From an optimization exercise on the open Yosys and OpenROAD flow, aimed at small area and a short achievable clock period; shortcuts taken in it are not production practice. Where RTL was checked, it was by simulation tests only, not by an equivalence proof against the original. Power is estimated from default activity; no workload was simulated.

==> inputs of violet <==
## pcSequencer
module pcSequencer (
	input  logic                   clk,
	input  logic                   rst,
	input  logic                   instrValid,
	input  pcSequencerPkg::wordT   instr,
	input  logic                   aluValid,
	input  pcSequencerPkg::regIdxT aluDest,
	input  pcSequencerPkg::wordT   aluData,
	input  logic                   aluCarry,
	output logic                   nextPcValid,
	output pcSequencerPkg::addrT   nextPc,
	output logic                   branchTaken
);
	logic linkValid, linkZero;
	pcSequencerPkg::wordT linkData;
	logic decValid, decIsReg, decLblAlw, decLblCy, decLblNcy, decLink;
	logic decTLtz, decTZ, decTNz;
	logic [31:0] decSel;
	pcSequencerPkg::labelT decLabel;
	logic fetValid, fetUncond, fetLink, fetTLtz, fetTZ, fetTNz, fetNeg, fetZero;
	pcSequencerPkg::addrT fetTarget;
	branchDecode u_branchDecode (
		.clk(clk), .rst(rst), .instrValid(instrValid), .instr(instr),
		.decValid(decValid), .decIsReg(decIsReg), .decLblAlw(decLblAlw),
		.decLblCy(decLblCy), .decLblNcy(decLblNcy), .decLink(decLink),
  ...
clock: 3.6 ns
lec_check: 0
cap_margin: 20
core_margin: 2
core_utilization: 60
cts_cluster_diameter: 100
cts_cluster_size: 30
setup_slack_margin: 1.5
slew_margin: 20
buffer_ports_args: -buffer_cell sky130_fd_sc_hd__buf_4
standard.sh (not shown) runs the stock make flow with config.mk's settings and CLKGATE_MAP_FILE= SYNTH_SCRIPT=/design/flow/synth_recipe.tcl, a recipe that flattens the netlist after the stock synthesis.
==> flow/flow/run.sh <==
#!/bin/bash
# The standard layout, with two changes: the port buffers are buf_4 cells
# (the default pick is a slow delay cell that the footprint-bound sizer
# cannot replace), and the sizer may swap cells across footprints.
set -euo pipefail
cd "$(dirname "$0")/.."
echo 'export BUFFER_PORTS_ARGS = -buffer_cell sky130_fd_sc_hd__buf_4' >> config.mk
bash standard.sh MATCH_CELL_FOOTPRINT=0 finish > flow_make.log 2>&1
==> amber (differences from violet) <==
==> flow/design.v (replaced) <==
package pcSequencerPkg;
	typedef logic [31:0] addrT;
	typedef logic [31:0] wordT;
	typedef logic [4:0] regIdxT;
	typedef logic [23:0] labelT;
	typedef enum logic [2:0] {
		brNone  = 3'b000,
		brReg   = 3'b001,
		brLabel = 3'b010,
		brTest  = 3'b100
	} branchTypeT;
	typedef logic [2:0] funcCodeT;
	localparam funcCodeT fnB    = 3'b000;
	localparam funcCodeT fnBl   = 3'b001;
	localparam funcCodeT fnBcy  = 3'b010;
	localparam funcCodeT fnBcny = 3'b011;
	localparam funcCodeT fnBltz = 3'b000;
	localparam funcCodeT fnBz   = 3'b001;
	localparam funcCodeT fnBnz  = 3'b010;
endpackage
`timescale 1ns/100ps
module branchDecode (
	input  logic                  clk,
	input  logic                  rst,
	input  logic                  instrValid,
	input  pcSequencerPkg::wordT  instr,
	output logic                  decValid,
	output logic                  decIsReg,    
	output logic                  decLblAlw,   
	output logic                  decLblCy,    
	output logic                  decLblNcy,   
	output logic                  decLink,     
	output logic                  decTLtz,     
	output logic                  decTZ,       
	output logic                  decTNz,      
	output logic [31:0]           decSel,      
	output pcSequencerPkg::labelT decLabel
);
	logic isReg, isLbl, isTst;
	logic [2:0] fn;
	assign isReg = (instr[31:29] == 3'b001);
	assign isLbl = (instr[31:29] == 3'b010);
	assign isTst = (instr[31:29] == 3'b100);
	assign fn    = instr[28:26];
	always_ff @(posedge clk) begin
		if (rst) begin
			decValid <= 1'b0;
		end else begin
			decValid <= instrValid;
		end
	end
	always_ff @(posedge clk) begin
		decIsReg  <= isReg;
		decLblAlw <= isLbl & (fn[2:1] == 2'b00);
		decLblCy  <= isLbl & (fn == 3'd2);
		decLblNcy <= isLbl & (fn == 3'd3);
		decLink   <= isLbl & (fn == 3'd1);
		decTLtz   <= isTst & (fn == 3'd0);
		decTZ     <= isTst & (fn == 3'd1);
		decTNz    <= isTst & (fn == 3'd2);
		for (int j = 0; j < 32; j++) begin
			decSel[j] <= (instr[23:19] == 5'(j));
		end
		decLabel  <= isTst ? {5'd0, instr[18:0]} : instr[23:0];
	end
endmodule
`timescale 1ns/100ps
module operandFetch (
	input  logic                  clk,
	input  logic                  rst,
	input  logic                  decValid,
	input  logic                  decIsReg,
	input  logic                  decLblAlw,
	input  logic                  decLblCy,
	input  logic                  decLblNcy,
	input  logic                  decLink,
	input  logic                  decTLtz,
	input  logic                  decTZ,
	input  logic                  decTNz,
	input  logic [31:0]           decSel,
	input  pcSequencerPkg::labelT decLabel,
	output logic                  fetValid,
	output logic                  fetIsReg,
	output logic                  fetTakeLbl,  
	output logic                  fetLink,
	output logic                  fetTLtz,
	output logic                  fetTZ,
	output logic                  fetTNz,
	output pcSequencerPkg::labelT fetLabel,
	output pcSequencerPkg::wordT  fetRegData,
	input  logic                  aluValid,
	input  pcSequencerPkg::regIdxT aluDest,
	input  pcSequencerPkg::wordT  aluData,
	input  logic                  aluCarry,
	input  logic                  linkValid,
	input  pcSequencerPkg::wordT  linkData
);
	pcSequencerPkg::wordT regFile [0:32-1];
	logic carryFlag;
	pcSequencerPkg::wordT aluWord;
	pcSequencerPkg::wordT linkWord;
	logic [31:0] rowEn;
	assign aluWord  = rst ? '0 : aluData;
	assign linkWord = rst ? '0 : (linkValid ? linkData : aluData);
	always_comb begin
		for (int j = 0; j < 32; j++) begin
			rowEn[j] = rst | (aluValid & (aluDest == 5'(j))) | ((j == 31) & linkValid);
		end
	end
	always_ff @(posedge clk) begin
		for (int j = 0; j < 32; j++) begin
			if (rowEn[j]) begin
				regFile[j] <= (j == 31) ? linkWord : aluWord;
			end
		end
	end
	always_ff @(posedge clk) begin
		if (rst) begin
			carryFlag <= 1'b0;
		end else if (aluValid) begin
			carryFlag <= aluCarry;
		end
	end
	pcSequencerPkg::wordT readData;
	always_comb begin
		readData = '0;
		for (int j = 0; j < 32; j++) begin
			readData = readData | (regFile[j] & {32{decSel[j]}});
		end
	end
	always_ff @(posedge clk) begin
		if (rst) begin
			fetValid <= 1'b0;
		end else begin
			fetValid <= decValid;
		end
	end
	always_ff @(posedge clk) begin
		fetIsReg   <= decIsReg;
		fetTakeLbl <= decLblAlw | (decLblCy & carryFlag) | (decLblNcy & ~carryFlag);
		fetLink    <= decLink;
		fetTLtz    <= decTLtz;
		fetTZ      <= decTZ;
		fetTNz     <= decTNz;
		fetLabel   <= decLabel;
		fetRegData <= readData;
	end
endmodule
`timescale 1ns/100ps
module branchResolve (
	input  logic                  clk,
	input  logic                  rst,
	input  logic                  fetValid,
	input  logic                  fetIsReg,
	input  logic                  fetTakeLbl,
	input  logic                  fetLink,
	input  logic                  fetTLtz,
	input  logic                  fetTZ,
	input  logic                  fetTNz,
	input  pcSequencerPkg::labelT fetLabel,
	input  pcSequencerPkg::wordT  fetRegData,
	output logic                  nextPcValid,
	output pcSequencerPkg::addrT  nextPc,
	output logic                  branchTaken,
	output logic                  linkValid,
	output pcSequencerPkg::wordT  linkData
);
	pcSequencerPkg::addrT pcReg;
	pcSequencerPkg::addrT pcPlusOne;
	pcSequencerPkg::addrT target;
	logic isZero;
	logic takeBranch;
	assign pcPlusOne  = pcReg + 32'd1;
	assign isZero     = (fetRegData == '0);
	assign takeBranch = fetIsReg | fetTakeLbl | (fetTLtz & fetRegData[31]) |
	                    (fetTZ & isZero) | (fetTNz & ~isZero);
	assign target     = fetIsReg ? fetRegData : {8'd0, fetLabel};
	always_ff @(posedge clk) begin
		if (rst) begin
			pcReg       <= 32'd0;
			nextPcValid <= 1'b0;
			branchTaken <= 1'b0;
			linkValid   <= 1'b0;
		end else begin
			nextPcValid <= fetValid;
			branchTaken <= fetValid & takeBranch;
			linkValid   <= fetValid & fetLink;
			if (fetValid) begin
				pcReg <= takeBranch ? target : pcPlusOne;
			end
		end
	end
	always_ff @(posedge clk) begin
		linkData <= pcPlusOne;
	end
	assign nextPc = pcReg;
endmodule
`timescale 1ns/100ps
module pcSequencer (
	input  logic                   clk,
	input  logic                   rst,
	input  logic                   instrValid,
	input  pcSequencerPkg::wordT   instr,
	input  logic                   aluValid,
	input  pcSequencerPkg::regIdxT aluDest,
	input  pcSequencerPkg::wordT   aluData,
	input  logic                   aluCarry,
	output logic                   nextPcValid,
	output pcSequencerPkg::addrT   nextPc,
	output logic                   branchTaken
);
	logic linkValid;
	pcSequencerPkg::wordT linkData;
	logic decValid, decIsReg, decLblAlw, decLblCy, decLblNcy, decLink;
	logic decTLtz, decTZ, decTNz;
	logic [31:0] decSel;
	pcSequencerPkg::labelT decLabel;
	logic fetValid, fetIsReg, fetTakeLbl, fetLink, fetTLtz, fetTZ, fetTNz;
	pcSequencerPkg::labelT fetLabel;
	pcSequencerPkg::wordT fetRegData;
	branchDecode u_branchDecode (
		.clk(clk), .rst(rst), .instrValid(instrValid), .instr(instr),
		.decValid(decValid), .decIsReg(decIsReg), .decLblAlw(decLblAlw),
		.decLblCy(decLblCy), .decLblNcy(decLblNcy), .decLink(decLink),
		.decTLtz(decTLtz), .decTZ(decTZ), .decTNz(decTNz),
		.decSel(decSel), .decLabel(decLabel)
	);
	operandFetch u_operandFetch (
		.clk(clk), .rst(rst), .decValid(decValid), .decIsReg(decIsReg),
		.decLblAlw(decLblAlw), .decLblCy(decLblCy), .decLblNcy(decLblNcy),
		.decLink(decLink), .decTLtz(decTLtz), .decTZ(decTZ), .decTNz(decTNz),
		.decSel(decSel), .decLabel(decLabel),
		.fetValid(fetValid), .fetIsReg(fetIsReg), .fetTakeLbl(fetTakeLbl),
		.fetLink(fetLink), .fetTLtz(fetTLtz), .fetTZ(fetTZ), .fetTNz(fetTNz),
		.fetLabel(fetLabel), .fetRegData(fetRegData),
		.aluValid(aluValid), .aluDest(aluDest), .aluData(aluData), .aluCarry(aluCarry),
		.linkValid(linkValid), .linkData(linkData)
	);
	branchResolve u_branchResolve (
		.clk(clk), .rst(rst), .fetValid(fetValid), .fetIsReg(fetIsReg),
		.fetTakeLbl(fetTakeLbl), .fetLink(fetLink), .fetTLtz(fetTLtz),
		.fetTZ(fetTZ), .fetTNz(fetTNz), .fetLabel(fetLabel), .fetRegData(fetRegData),
		.nextPcValid(nextPcValid), .nextPc(nextPc), .branchTaken(branchTaken),
		.linkValid(linkValid), .linkData(linkData)
	);
endmodule
==> flow/run.sh (new file) <==
#!/bin/bash
# synth_recipe.tcl (not shown) runs the flow's synth.tcl, then flattens the netlist and writes it again
# the make line also repeats each setting of config.mk as NAME=value (left out here)
make -C /OpenROAD-flow-scripts/flow DESIGN_CONFIG=/design/flow/config.mk WORK_HOME=/design/flow/orfs CLKGATE_MAP_FILE= SYNTH_SCRIPT=/design/flow/synth_recipe.tcl finish
BUFFER_PORTS_ARGS = not set   (was -buffer_cell sky130_fd_sc_hd__buf_4)
CORE_UTILIZATION = 40   (was 60)
CTS_CLUSTER_DIAMETER = not set   (was 100)
CTS_CLUSTER_SIZE = not set   (was 30)
SETUP_SLACK_MARGIN = not set   (was 1.5)
removed: flow/flow/run.sh
removed: flow/standard.sh
==> notes.md <==
                                                                      violet          amber
Total of clock buffers placed in the layout                                74            152
Area growth from synthesis to final layout                              11.3%          17.5%
Area share of fa/ha/maj cells after synthesis                          0.142%        0.0288%
Xor and xnor area share after synthesis                                0.518%         0.622%
DRT iter0 DRCs                                                          4,861          4,242
Setup repair after global routing missed its margin                      true          false
Die footprint                                                    75,500 sq um  111,000 sq um
Result of the run                                    timing/DRC/antenna clean  timing/DRC/antenna clean
Number of nets in the synthesized netlist                               2,702          2,597
DR pass1 iterations                                                         8              5
Net switching power                                                 0.00590 W      0.00688 W
Signal buf overhead                                                     4.99%          4.61%
Number of standard cells in the layout, taps in and fillers out         3,757          4,227
Largest net degree at the start of global routing                          53             78
Synth top area share                                                    72.1%          70.7%
#MultiIn Comb                                                           1,209          1,149
Post-Route Skew                                                       30.4 ps        40.9 ps
For amber, only the layout was checked, not whether the RTL still works.

-- port drivers added, routing unchanged --
In the flow no input, the clock included, has a driving cell. The finished layouts below were timed again as built, in two steps.
Step 1 assumes that a clkbuf_16 drives the clock port and a buf_2 every other input.
Step 2 adds t to the input delays and takes it off the output delays; t is the mean of the earliest and latest rising clock arrival at the registers after step 1. Input paths then give back, and output paths get back, about the clock's delay inside the block.
Slacks: ideal ports / drivers / drivers and shift; pairs: ideal ports / drivers.
| run | t (ns) | slack for setup (ns) | hold slack, ns | worst setup path at the end | pins driven straight from the clock port |
|---|---|---|---|---|---|
| violet | 0.722 | 1.431 / 1.431 / 0.905 | 0.160 / 0.121 / 0.339 | input to register | 1 |
| amber | 0.755 | 0.910 / 0.910 / 0.487 | 0.327 / 0.327 / 0.327 | input to register | 1 |
After both steps setup and hold are still met in every run listed. The setup slack of violet, which loses most, moves by 0.000 ns with the drivers and by -0.526 ns with both steps.
